This is an optimization exercise on Yosys and OpenROAD, whose aim is small area, a short achievable clock period and few clock cycles per item, not a production implementation.
Where RTL was checked, it was by simulation tests only, not by an equivalence proof against the original.

==> trial 22 <==
// pe_top
module pe_top
(
    input  logic                  clk_i,
    input  logic                  rst_i,
    input  logic [8+16-1:0] ev_i,
    input  logic                  ev_valid_i,
    output logic                  ev_ready_o,
    output logic [8+16-1:0] pro_o,
    output logic                  pro_valid_o,
    input  logic                  pro_ready_i,
    output logic [16-1:0] paddr_o,
    output logic                  pwrite_o,
    output logic [32-1:0] pwdata_o,
    output logic                  psel_o,
    output logic                  penable_o,
    input  logic [32-1:0] prdata_i,
    input  logic                  pready_i
);
    localparam int DS = 2;
    localparam int DN = 16 / DS;
    localparam logic [2:0] K_RP0 = 3'd0;
    localparam logic [2:0] K_RP1 = 3'd1;
    localparam logic [2:0] K_VR  = 3'd2;
    localparam logic [2:0] K_VW  = 3'd3;
    localparam logic [2:0] K_COL = 3'd4;
    localparam logic [2:0] PH_IDLE = 3'd0;
    localparam logic [2:0] PH_RP0  = 3'd1;
    localparam logic [2:0] PH_RP1  = 3'd2;
    localparam logic [2:0] PH_VR   = 3'd3;
    localparam logic [2:0] PH_POST = 3'd4;
    logic        eb_free_q;
    logic [7:0]  eb_idx_q;
    logic [15:0] eb_delta_q;
    logic        accept;
    logic        eb_release;
    logic        above;
    assign ev_ready_o = eb_free_q;
    assign accept     = ev_valid_i && eb_free_q;
    assign above      = (eb_delta_q > 16'd64);
    logic [2:0]  ph_q;
    logic        vw_done_q;
    logic        col_pend_q;
    logic        col_first_q;
    logic        ptr_wait_q;
    logic        ptr_eval_q;
    logic        div_need_q;
    logic        pvw_q;
    logic        pvw_issue;
    logic [1:0]  vr_stage_q;
    logic [15:0] ps_q;
    logic [15:0] pe_q;
    logic        psel_q;
    logic        pen_q;
    logic [15:0] paddr_q;
    logic        pwrite_q;
    logic [15:0] pwdata_q;
    logic [2:0]  kind_q;
    logic        tf_first_q;
    logic [1:0]  tf_eoff_q;
    logic        div_busy_q;
    logic        div_full_q;
    logic [3:0] div_cnt_q;
    logic [15:0] div_d_q;
    logic [15:0] div_r_q;
    logic [15:0] div_q_q;
    logic        cb_v_q;
    logic [31:0] cb_data_q;
    logic [1:0]  cb_pos_q;
    logic [1:0]  cb_eoff_q;
    logic        cb_first_q;
  ...
==> flow/config.mk <==
export PLATFORM = sky130hd
export DESIGN_NAME = pe_top
export DESIGN_NICKNAME = pe_top
export VERILOG_FILES = /design/flow/design.v
export SDC_FILE = /design/flow/constraint.sdc
export NUM_CORES = 4
export LEC_CHECK = 0
export CAP_MARGIN = 20
export CORE_MARGIN = 2
export CORE_UTILIZATION = 60
export SLEW_MARGIN = 20
==> flow/constraint.sdc <==
create_clock -name core_clock -period 36.0 [get_ports {clk_i}]
set_input_delay 7.2000 -clock core_clock [delete_from_list [all_inputs] [get_ports {clk_i}]]
set_output_delay 7.2000 -clock core_clock [all_outputs]
set_load 0.01 [all_outputs]
standard.sh (not shown) runs the stock make flow with config.mk's settings and CLKGATE_MAP_FILE= SYNTH_SCRIPT=/design/flow/synth_recipe.tcl, a recipe that flattens the netlist after the stock synthesis.
==> flow/flow/run.sh <==
#!/bin/bash
set -euo pipefail
export SETUP_SLACK_MARGIN=27.7
bash standard.sh > std_flow.log 2>&1
==> inputs of build 53, as changes to trial 22 <==
--- a/flow/design.v
+++ b/flow/design.v
@@ -58,17 +58,15 @@
     logic [2:0]  ph_q;
     logic        vw_done_q;
     logic        col_pend_q;
     logic        col_first_q;
     logic        ptr_wait_q;
     logic        ptr_eval_q;
     logic        div_need_q;
-    logic        pvw_q;
-    logic        pvw_issue;
-    logic [1:0]  vr_stage_q;
+    logic        vr_done_q;
     logic [15:0] ps_q;
     logic [15:0] pe_q;
     logic        psel_q;
     logic        pen_q;
     logic [15:0] paddr_q;
     logic        pwrite_q;
     logic [15:0] pwdata_q;
@@ -77,20 +75,21 @@
     logic [1:0]  tf_eoff_q;
     logic        div_busy_q;
     logic        div_full_q;
     logic [3:0] div_cnt_q;
     logic [15:0] div_d_q;
     logic [15:0] div_r_q;
     logic [15:0] div_q_q;
-    logic        cb_v_q;
-    logic [31:0] cb_data_q;
-    logic [1:0]  cb_pos_q;
-    logic [1:0]  cb_eoff_q;
-    logic        cb_first_q;
-    logic        retry_q;
+    logic [1:0]       cb_v_q;
+    logic [1:0][31:0] cb_data_q;
+    logic [1:0][1:0]  cb_pos_q;
+    logic [1:0][1:0]  cb_eoff_q;
+    logic [1:0]       cb_first_q;
+    logic             cb_rd_q;
+    logic             cb_wr_q;
     logic        pro_valid_q;
     logic [7:0]  pro_idx_q;
     logic [15:0] pro_delta_q;
     logic        bus_free;
     logic        xfer_end;
     logic        inflight_col;
     logic        slot_ok;
@@ -101,51 +100,26 @@
     logic [15:0] issue_addr;
     logic [13:0] ps_w_inc;
     logic        col_last;
     logic        div_free;
     assign xfer_end     = pen_q && pready_i;
     assign bus_free     = !psel_q || xfer_end;
     assign inflight_col = psel_q && (kind_q == K_COL);
-    assign slot_ok      = !inflight_col
-                          && (!cb_v_q || (!((cb_pos_q == 2'd0) && (cb_eoff_q == 2'd3))
-                                          && (!cb_first_q || div_full_q)));
+    assign slot_ok      = ({1'b0, cb_v_q[0]} + {1'b0, cb_v_q[1]} + {1'b0, inflight_col}) < 2'd2;
     assign col_can      = (ph_q == PH_POST) && col_pend_q && !div_need_q && slot_ok;
     assign vw_can       = (ph_q == PH_POST) && !vw_done_q && !ptr_wait_q && !div_need_q
-                          && (vr_stage_q != 2'd0);
+                          && (vr_done_q || (xfer_end && (kind_q == K_VR)));
     assign ps_w_inc     = ps_q[15:2] + 14'd1;
-    assign col_last     = (pe_q[1:0] == 2'd0) ? (ps_w_inc == pe_q[15:2]) : (ps_q[15:2] == pe_q[15:2]);
+    assign col_last     = ({1'b0, ps_w_inc, 2'b00} >= {1'b0, pe_q});
     assign div_free     = !div_busy_q && !div_full_q;
-    assign pvw_issue = pvw_q && (vr_stage_q != 2'd0);
     always_comb
     begin
         issue      = 1'b0;
         issue_kind = K_VR;
         issue_addr = {8'h00, eb_idx_q};
-        if (retry_q)
-        begin
-            issue      = slot_ok;
-            issue_kind = K_COL;
-            issue_addr = paddr_q;
-        end
-        else if (pvw_issue)
-        begin
-            issue      = 1'b1;
-            issue_kind = K_VW;
-            issue_addr = {8'h00, pe_q[7:0]};
-        end
-        else if (pvw_q)
-        begin
-            if ((ph_q == PH_IDLE) && above)
-            begin
-                issue      = !eb_free_q;
-                issue_kind = K_RP0;
-                issue_addr = {8'h01, 1'b0, eb_idx_q[7:1]};
-            end
-        end
-        else
         case (ph_q)
             PH_IDLE:
             begin
                 issue = !eb_free_q;
                 if (above)
                 begin
                     issue_kind = K_RP0;
@@ -180,35 +154,30 @@
                     issue_kind = K_VW;
                 end
             end
             default: ;
         endcase
     end
     logic do_issue;
-    logic load;
-    logic cap;
-    logic cap_ok;
-    assign do_issue   = bus_free && issue && !(cap && !cap_ok);
-    assign eb_release = do_issue && !pvw_issue && !retry_q
-                        && ((issue_kind == K_VW) || ((ph_q == PH_IDLE) && !above));
+    assign do_issue   = bus_free && issue;
+    assign eb_release = do_issue && (issue_kind == K_VW);
     always_ff @(posedge clk_i)
     begin
         if (rst_i)
         begin
             eb_free_q   <= 1'b1;
             ph_q        <= PH_IDLE;
             psel_q      <= 1'b0;
             pen_q       <= 1'b0;
             vw_done_q   <= 1'b0;
             col_pend_q  <= 1'b0;
             ptr_wait_q  <= 1'b0;
             ptr_eval_q  <= 1'b0;
-            pvw_q       <= 1'b0;
             div_need_q  <= 1'b0;
-            vr_stage_q  <= 2'd0;
+            vr_done_q   <= 1'b0;
         end
         else
         begin
             if (accept)
                 eb_free_q <= 1'b0;
             else if (eb_release)
                 eb_free_q <= 1'b1;
@@ -220,27 +189,26 @@
             else if (psel_q && !pen_q)
                 pen_q <= 1'b1;
             else if (xfer_end)
             begin
                 psel_q <= 1'b0;
                 pen_q  <= 1'b0;
             end
-            if (do_issue && pvw_issue)
-                pvw_q <= 1'b0;
-            if (do_issue && !pvw_issue && !retry_q)
+            if (do_issue)
             begin
                 case (ph_q)
                     PH_IDLE:
                     begin
                         vw_done_q  <= 1'b0;
+                        vr_done_q  <= 1'b0;
                         ptr_wait_q <= above;
                         if (above)
                             ph_q <= eb_idx_q[0] ? PH_RP1 : PH_VR;
                         else
-                            pvw_q <= 1'b1;
+                            ph_q <= PH_POST;
                     end
                     PH_RP0:  ph_q <= eb_idx_q[0] ? PH_RP1 : PH_VR;
                     PH_RP1:  ph_q <= PH_VR;
                     PH_VR:   ph_q <= PH_POST;
                     PH_POST:
                     begin
                         if (issue_kind == K_VW)
@@ -267,31 +235,27 @@
                 ptr_wait_q <= 1'b0;
                 col_pend_q <= (pe_q != ps_q);
             end
             if (ptr_eval_q && (pe_q != ps_q) && !div_free)
                 div_need_q <= 1'b1;
             else if (div_free)
                 div_need_q <= 1'b0;
-            if (do_issue && (issue_kind == K_VW))
-                vr_stage_q <= 2'd0;
-            else if (xfer_end && (kind_q == K_VR))
-                vr_stage_q <= 2'd1;
-            else if (vr_stage_q == 2'd1)
-                vr_stage_q <= 2'd2;
+            if (xfer_end && (kind_q == K_VR))
+                vr_done_q <= 1'b1;
         end
     end
     always_ff @(posedge clk_i)
     begin
         if (do_issue)
         begin
             paddr_q  <= issue_addr;
             pwrite_q <= (issue_kind == K_VW);
             kind_q   <= issue_kind;
         end
-        if (do_issue && (issue_kind == K_COL) && !retry_q)
+        if (do_issue && (issue_kind == K_COL))
         begin
             ps_q[15:2] <= ps_w_inc;
             tf_first_q <= col_first_q;
             tf_eoff_q  <= col_last ? (pe_q[1:0] - 2'd1) : 2'd3;
             col_first_q <= 1'b0;
         end
         if (ptr_eval_q)
@@ -306,25 +270,18 @@
                     else
                     begin
                         ps_q <= prdata_i[15:0];
                         pe_q <= prdata_i[31:16];
                     end
                 end
                 K_RP1: pe_q <= prdata_i[15:0];
-                K_VR:  pwdata_q <= prdata_i[15:0];
+                K_VR:  pwdata_q <= prdata_i[15:0] + eb_delta_q;
                 default: ;
             endcase
         end
-        if (vr_stage_q == 2'd1)
-            pwdata_q <= pwdata_q + (pvw_q ? ps_q : eb_delta_q);
-        if (do_issue && !pvw_q && !retry_q && (ph_q == PH_IDLE) && !above)
-        begin
-            pe_q[7:0] <= eb_idx_q;
-            ps_q      <= eb_delta_q;
-        end
         if (accept)
         begin
             eb_idx_q   <= ev_i[23:16];
             eb_delta_q <= ev_i[15:0];
         end
     end
     assign paddr_o   = paddr_q;
@@ -411,64 +368,79 @@
             else
             begin
                 div_r_q   <= 16'd0;
                 div_q_q   <= num;
                 div_cnt_q <= '0;
             end
         end
-        else
+        else if (div_busy_q)
         begin
             div_r_q   <= st_r[DS];
+            div_q_q   <= st_q[DS];
             div_cnt_q <= div_cnt_q + 1'b1;
-            if (div_busy_q)
-                div_q_q <= st_q[DS];
         end
     end
-    logic       h_last;
-    assign h_last  = (cb_pos_q == cb_eoff_q);
-    assign load    = cb_v_q && (!pro_valid_q || pro_ready_i) && (!cb_first_q || div_full_q);
-    assign share_take = load && cb_first_q;
+    logic       h_v;
+    logic [31:0] h_data;
+    logic [1:0] h_pos;
+    logic [1:0] h_eoff;
+    logic       h_first;
+    logic       load;
+    logic       cap;
+    logic [7:0] h_byte;
+    assign h_v     = cb_v_q[cb_rd_q];
+    assign h_data  = cb_data_q[cb_rd_q];
+    assign h_pos   = cb_pos_q[cb_rd_q];
+    assign h_eoff  = cb_eoff_q[cb_rd_q];
+    assign h_first = cb_first_q[cb_rd_q];
+    assign h_byte  = h_data[8*h_pos +: 8];
+    assign load    = h_v && (!pro_valid_q || pro_ready_i) && (!h_first || div_full_q);
+    assign share_take = load && h_first;
     assign cap     = xfer_end && (kind_q == K_COL);
-    assign cap_ok  = !cb_v_q || (load && h_last);
     always_ff @(posedge clk_i)
     begin
         if (rst_i)
         begin
-            cb_v_q      <= 1'b0;
-            retry_q     <= 1'b0;
+            cb_v_q      <= 2'b00;
+            cb_rd_q     <= 1'b0;
+            cb_wr_q     <= 1'b0;
             pro_valid_q <= 1'b0;
         end
         else
         begin
-            if (cap && cap_ok)
-                cb_v_q <= 1'b1;
-            else if (load && h_last)
-                cb_v_q <= 1'b0;
+            if (load && (h_pos == h_eoff))
+            begin
+                cb_v_q[cb_rd_q] <= 1'b0;
+                cb_rd_q         <= !cb_rd_q;
+            end
             if (cap)
-                retry_q <= !cap_ok;
+            begin
+                cb_v_q[cb_wr_q] <= 1'b1;
+                cb_wr_q         <= !cb_wr_q;
+            end
             if (load)
                 pro_valid_q <= 1'b1;
             else if (pro_ready_i)
                 pro_valid_q <= 1'b0;
         end
     end
     always_ff @(posedge clk_i)
     begin
         if (load)
         begin
-            cb_pos_q    <= cb_pos_q + 2'd1;
-            cb_first_q  <= 1'b0;
-            pro_idx_q   <= cb_data_q[8*cb_pos_q +: 8];
-            if (cb_first_q)
+            cb_pos_q[cb_rd_q]   <= h_pos + 2'd1;
+            cb_first_q[cb_rd_q] <= 1'b0;
+            pro_idx_q           <= h_byte;
+            if (h_first)
                 pro_delta_q <= div_q_q;
         end
-        if (cap && cap_ok)
+        if (cap)
         begin
-            cb_data_q  <= prdata_i;
-            cb_pos_q   <= tf_first_q ? ps_q[1:0] : 2'd0;
-            cb_eoff_q  <= tf_eoff_q;
-            cb_first_q <= tf_first_q;
+            cb_data_q[cb_wr_q]  <= prdata_i;
+            cb_pos_q[cb_wr_q]   <= tf_first_q ? ps_q[1:0] : 2'd0;
+            cb_eoff_q[cb_wr_q]  <= tf_eoff_q;
+            cb_first_q[cb_wr_q] <= tf_first_q;
         end
     end
     assign pro_o       = {pro_idx_q, pro_delta_q};
     assign pro_valid_o = pro_valid_q;
 endmodule
==> flow/flow/run.sh (replaced) <==
#!/bin/bash
set -euo pipefail
export SETUP_SLACK_MARGIN=28
bash standard.sh > std_flow.log 2>&1
Settings changed: CORE_UTILIZATION 60 to 40.
==> qor.tcl <==
set qor(critPathArrivalTime_ns) 9.30
set qor(p_leak_nw) 7.93
set qor(fin_skew_ns) 0.00801
set qor(hpwl_um) 31100
set qor(timing.critical_path.slowest_cell_delay_ns) 0.39
set qor(status) {finished clean}
set qor(min-delay-start) {col_first_q}
set qor(fin_cells) 2305
Source of the figures above: build 53

==> qor.tcl <==
set qor(status) {finished clean}
set qor(p_leak_nw) 7.62
set qor(fin_cells) 2167
set qor(min-delay-start) {tf_eoff_q[1]}
set qor(critPathArrivalTime_ns) 9.43
set qor(timing.critical_path.slowest_cell_delay_ns) 0.38
Source of the figures above: trial 22

Testbench counts of build 53, summed over its fixed seeds: cycles 11,587, items 1,200.
Only the layout flow was run in trial 22; the RTL was not checked for function there.

re-timing with driven ports:
Ports are ideal in the flow. The routed layouts listed here were re-timed in OpenROAD. Step 1, drivers: a clkbuf_16 drives clk_i and a buf_2 each remaining input, both assumed. Step 2 times the ports against the registers' clock, not the clock port: input delays grow and output delays shrink by t, the midpoint of the rising clock arrivals with the driver on. Three values: ideal ports, drivers, drivers and shift; two values: the first two.
run	t (ns)	setup WS [ns]	worst slew at a driven data input, ns	pins driven straight from the clock port
trial 22	0.579	27.019 / 27.029 / 26.450	0.05	1
build 53	0.601	26.991 / 26.990 / 26.389	0.07	1
After both steps setup and hold are still met in every run listed. The setup slack of build 53, which loses most, moves by -0.001 ns with the drivers and by -0.602 ns with both steps.
